This is an optimization exercise on Yosys and OpenROAD, whose aim is a short achievable clock period and few clock cycles per item, not a production implementation.
Only simulation tests tie the RTL to the original design; equivalence was not proved.

==> inputs of try-umber <==
==> flow/design.v (excerpt) <==
module palette_rle_sprite_line_decoder #(
    parameter int PALETTE_ENTRIES = 256,
    parameter int MAX_WIDTH       = 4096
) (
    input  logic                      aclk,
    input  logic                      aresetn,
    input  logic                      cfg_we,
    input  logic [prsld_pkg::FRAME_WIDTH_W-1:0]  cfg_wdata,
    input  logic                      s_valid,
    output logic                      s_ready,
    input  logic                      s_action,
    input  logic                      s_line_start,
    input  logic [prsld_pkg::BYTE_W-1:0]         s_data_byte,
    input  logic [prsld_pkg::INDEX_W-1:0]        s_palette_index,
    input  logic [prsld_pkg::COLOR_W-1:0]        s_palette_color,
    output logic                      m_valid,
    input  logic                      m_ready,
    output logic                      m_pixel_valid,
    output logic [prsld_pkg::COLUMN_W-1:0]       m_column,
    output logic [prsld_pkg::PIXEL_W-1:0]        m_pixel_value,
    output logic                      m_line_done,
    output logic                      m_overrun,
    output logic                      m_last
);
    prsld_core u_core (
        .aclk            (aclk),
        .aresetn         (aresetn),
        .cfg_we          (cfg_we),
        .cfg_wdata       (cfg_wdata),
        .s_valid         (s_valid),
        .s_ready         (s_ready),
        .s_action        (s_action),
        .s_line_start    (s_line_start),
        .s_data_byte     (s_data_byte),
        .s_palette_index (s_palette_index),
        .s_palette_color (s_palette_color),
        .m_valid         (m_valid),
        .m_ready         (m_ready),
  ...
Settings: LEC_CHECK=0, ABC_CLOCK_PERIOD_IN_PS=3000, CAP_MARGIN=20, CORE_MARGIN=2, CORE_UTILIZATION=40, SETUP_SLACK_MARGIN=2.9, SLEW_MARGIN=20; clock period 6.0 ns.
run.sh (not shown) runs the stock make flow with config.mk's settings and CLKGATE_MAP_FILE= SYNTH_SCRIPT=/design/flow/synth_recipe.tcl, a recipe that flattens the netlist after the stock synthesis.
==> try-harbor: changes against try-umber <==
--- a/flow/design.v
+++ b/flow/design.v
@@ -14,58 +14,37 @@
     localparam logic [1:0] PH_TOKEN     = 2'd0;
     localparam logic [1:0] PH_RUN_ALPHA = 2'd1;
     localparam logic [1:0] PH_RUN_INDEX = 2'd2;
     localparam logic [1:0] PH_LITERAL   = 2'd3;
 endpackage
 module prsld_ram #(
     parameter int WIDTH = 16,
-    parameter int DEPTH = 256,
-    parameter int GROUP = 16
+    parameter int DEPTH = 256
 ) (
     input  logic                    aclk,
     input  logic                    clr,
     input  logic                    we,
     input  logic [DEPTH-1:0]        sel,
     input  logic [WIDTH-1:0]        wdata,
     output logic [WIDTH-1:0]        rdata
 );
-    localparam int NG = DEPTH / GROUP;
     logic [DEPTH-1:0][WIDTH-1:0] mem_reg;
-    logic [DEPTH-1:0]            valid_reg;
-    logic [DEPTH-1:0]            rsel;
-    logic [NG-1:0][WIDTH-1:0]    part_d;
-    logic [NG-1:0][WIDTH-1:0]    part_q;
     always_ff @(posedge aclk) begin
         for (int i = 0; i < DEPTH; i++) begin
-            if (we && sel[i]) begin
-                mem_reg[i] <= wdata;
-            end
             if (clr) begin
-                valid_reg[i] <= 1'b0;
+                mem_reg[i] <= '0;
             end else if (we && sel[i]) begin
-                valid_reg[i] <= 1'b1;
-            end
-        end
-    end
-    assign rsel = sel & valid_reg;
-    always_comb begin
-        for (int g = 0; g < NG; g++) begin
-            part_d[g] = '0;
-            for (int k = 0; k < GROUP; k++) begin
-                part_d[g] = part_d[g] | (mem_reg[g*GROUP+k] & {WIDTH{rsel[g*GROUP+k]}});
+                mem_reg[i] <= wdata;
             end
         end
     end
-    always_ff @(posedge aclk) begin
-        part_q <= part_d;
-    end
     always_comb begin
         rdata = '0;
-        for (int g = 0; g < NG; g++) begin
-            rdata = rdata | part_q[g];
+        for (int i = 0; i < DEPTH; i++) begin
+            rdata = rdata | (mem_reg[i] & {WIDTH{sel[i]}});
         end
     end
 endmodule
 module prsld_palette #(
     parameter int ENTRIES = 256
 ) (
     input  logic         aclk,
@@ -103,15 +82,15 @@
         .wdata (wd_q),
         .rdata (rdata)
     );
     assign rd_color = rd_q;
 endmodule
 import prsld_pkg::*;
 module prsld_core #(
-    parameter int FD = 8
+    parameter int FD = 16
 ) (
     input  logic                      aclk,
     input  logic                      aresetn,
     input  logic                      cfg_we,
     input  logic [FRAME_WIDTH_W-1:0]  cfg_wdata,
     input  logic                      s_valid,
     output logic                      s_ready,
@@ -220,38 +199,18 @@
         case (ph_e)
             PH_TOKEN:     x = is_skip ? b[RUN_W-1:0] : '0;
             PH_RUN_INDEX: x = n_e;
             PH_LITERAL:   x = RUN_W'(1);
             default:      x = '0;
         endcase
     end
-    logic [5:0]  lsk;
-    logic        bor_b, lex_b, bor_n, lex_n, bor_1, lex_1;
-    logic [5:0]  lx_b, lx_n, lx_1;
-    logic [COL_W-1:0] col_b, col_n, col_1;
-    assign lsk   = s0_ls ? wl_q : l_q;
-    assign bor_b = lsk < b[5:0];
-    assign lex_b = lsk <= b[5:0];
-    assign lx_b  = lsk - b[5:0];
-    assign bor_n = l_q < n_q;
-    assign lex_n = l_q <= n_q;
-    assign lx_n  = l_q - n_q;
-    assign bor_1 = (l_q == 6'd0);
-    assign lex_1 = (l_q <= 6'd1);
-    assign lx_1  = l_q - 6'd1;
-    assign col_b = (s0_ls ? COL_W'(0) : col_q) + COL_W'(b[5:0]);
-    assign col_n = col_q + COL_W'(n_q);
-    assign col_1 = col_q + COL_W'(1);
-    always_comb begin
-        case (ph_e)
-            PH_RUN_INDEX: begin borrow = bor_n; lex = lex_n; l_x = lx_n; col_x = col_n; end
-            PH_LITERAL:   begin borrow = bor_1; lex = lex_1; l_x = lx_1; col_x = col_1; end
-            default:      begin borrow = bor_b; lex = lex_b; l_x = lx_b; col_x = col_b; end
-        endcase
-    end
+    assign borrow = l_e < x;
+    assign lex    = l_e <= x;
+    assign l_x    = l_e - x;
+    assign col_x  = col_e + COL_W'(x);
     assign lt     = hneg_e || (hz_e && borrow);
     assign le     = hneg_e || (hz_e && lex);
     assign rpos   = !hneg_e && !(hz_e && (l_e == '0));
     always_comb begin
         ph_d   = ph_e;
         n_d    = n_e;
         al_d   = al_e;
@@ -360,21 +319,18 @@
     localparam int DW = 1 + COLUMN_W + RUN_W + ALPHA_W + 2;
     localparam int EW = DW + COLOR_W;
     logic                 d1_v, d2_v;
     logic                 d1_pv, d1_lit, d1_ld, d1_ov;
     logic [COLUMN_W-1:0]  d1_col;
     logic [RUN_W-1:0]     d1_cnt;
     logic [ALPHA_W-1:0]   d1_al;
-    logic [DW-1:0]        d2_q, d3_q;
-    logic                 d3_v;
+    logic [DW-1:0]        d2_q;
     always_ff @(posedge aclk) begin
         d1_v   <= s0_byte;
         d2_v   <= d1_v && !rst_q;
-        d3_v   <= d2_v && !rst_q;
-        d3_q   <= d2_q;
         d1_pv  <= d_pv && !fin_e && (ph_e == PH_RUN_INDEX || ph_e == PH_LITERAL);
         d1_lit <= (ph_e == PH_LITERAL);
         d1_col <= col_e[COLUMN_W-1:0];
         d1_cnt <= d_cnt;
         d1_al  <= al_e;
         d1_ld  <= fin_d;
         d1_ov  <= d_ov;
@@ -386,20 +342,20 @@
                  d1_ov};
     end
     logic [EW-1:0]       q_mem [FD];
     logic [PW:0]         wp_q, rp_q;
     logic [PW:0]         occ;
     logic                q_ne;
     always_ff @(posedge aclk) begin
-        if (d3_v) begin
-            q_mem[wp_q[PW-1:0]] <= {d3_q, d3_q[DW-1] ? pal_color : COLOR_W'(0)};
+        if (d2_v) begin
+            q_mem[wp_q[PW-1:0]] <= {d2_q, d2_q[DW-1] ? pal_color : COLOR_W'(0)};
         end
     end
     assign q_ne = (wp_q != rp_q);
-    assign occ  = (wp_q - rp_q) + (PW+1)'(s0_byte) + (PW+1)'(d1_v) + (PW+1)'(d2_v) + (PW+1)'(d3_v);
+    assign occ  = (wp_q - rp_q) + (PW+1)'(s0_byte) + (PW+1)'(d1_v) + (PW+1)'(d2_v);
     logic                 mv_q;
     logic                 o_pv;
     logic [COLUMN_W-1:0]  o_col;
     logic [PIXEL_W-1:0]   o_val;
     logic                 o_ld, o_ov, o_last;
     logic [RUN_W-1:0]     left_q;
     logic                 c_ld, c_ov;
@@ -416,15 +372,15 @@
     always_ff @(posedge aclk) begin
         if (rst_q) begin
             wp_q      <= '0;
             rp_q      <= '0;
             left_q    <= '0;
             s_ready_q <= 1'b1;
         end else begin
-            if (d3_v && !rst_q) begin
+            if (d2_v) begin
                 wp_q <= wp_q + 1'b1;
             end
             s_ready_q <= (32'(occ) + 32'(s_ready_q) + 1) <= FD;
             if (adv) begin
                 if (left_q != '0) begin
                     left_q <= left_q - RUN_W'(1);
                 end else if (q_ne) begin
==> run notes <==
item	try-umber	try-harbor
Result of the run	no timing/DRC/antenna violations	did not finish
Stage where the flow stopped	-	5_1_grt
Multiplexer share of the synthesized area	1.336%	2.421%
Worst setup timing slack at the placement stage	1.426 ns	1.779 ns
Clock tree sinks	5,484	5,284
Effective utilization at floorplan	40.21%	40.14%
Post-synthesis adder-cell area fraction	0.5380%	0.4160%
Cells after synthesis	10.99k	24.37k
Share of the synthesized area in the top cell type	70.33%	43.74%
Count of different cell masters after synthesis	84	68
Synth Area in Simple Gates	5.413%	18.86%
Post-synth net total	11.12k	24.48k
DIE WIDTH	697.9 um	724.3 um
Area leader, netlist	sky130_fd_sc_hd__edfxtp_1	sky130_fd_sc_hd__dfxtp_1
Fraction of the mapped netlist area in compound gates	10.46%	19.01%
EDFF count, synth	4,510	750
Standard cell area after detailed placement	201,800 um^2	221,200 um^2
Register area share after synthesis	80.45%	54.59%
Die Span Y	697.9 um	724.3 um
Number of flip-flops and latches in the synthesized netlist	5,484	5,284
Synthesized cell area	192,600 um^2	207,500 um^2
GPL Wtd Cong	0.8504	1.355
Post-detailed-placement half-perimeter wirelength	309.6 mm	1365 mm
Flip-flop cell with the highest count after synthesis	sky130_fd_sc_hd__edfxtp_1	sky130_fd_sc_hd__dfxtp_1
Testbench counts of try-umber, summed over its fixed seeds: cycles 57,018, items 37,997.
Testbench counts of try-harbor, summed over its fixed seeds: cycles 56,983, items 37,997.

-- re-timing with driven ports --
In the flow no input, the clock included, has a driving cell. The finished layout below was timed again as built, in two steps.
Step 1, drivers: a clkbuf_16 drives aclk and a buf_2 each remaining input, both assumed.
Step 2 moves the port delays by t, midway between the first and last clock arrival at a register: inputs arrive t later, outputs are due t later. That takes back most of the time a late clock gives input paths.
a / b / c = ideal ports / drivers / drivers and shift; a / b = the first two.
run: try-umber
t, ns: 1.154
setup WS [ns]: 2.807 / 2.807 / 2.486
worst register clock-pin slew, ns: 0.07 / 0.07
After both steps setup and hold are still met in try-umber. For try-umber, drivers alone change the setup slack by 0.000 ns; drivers and shift together by -0.321 ns.
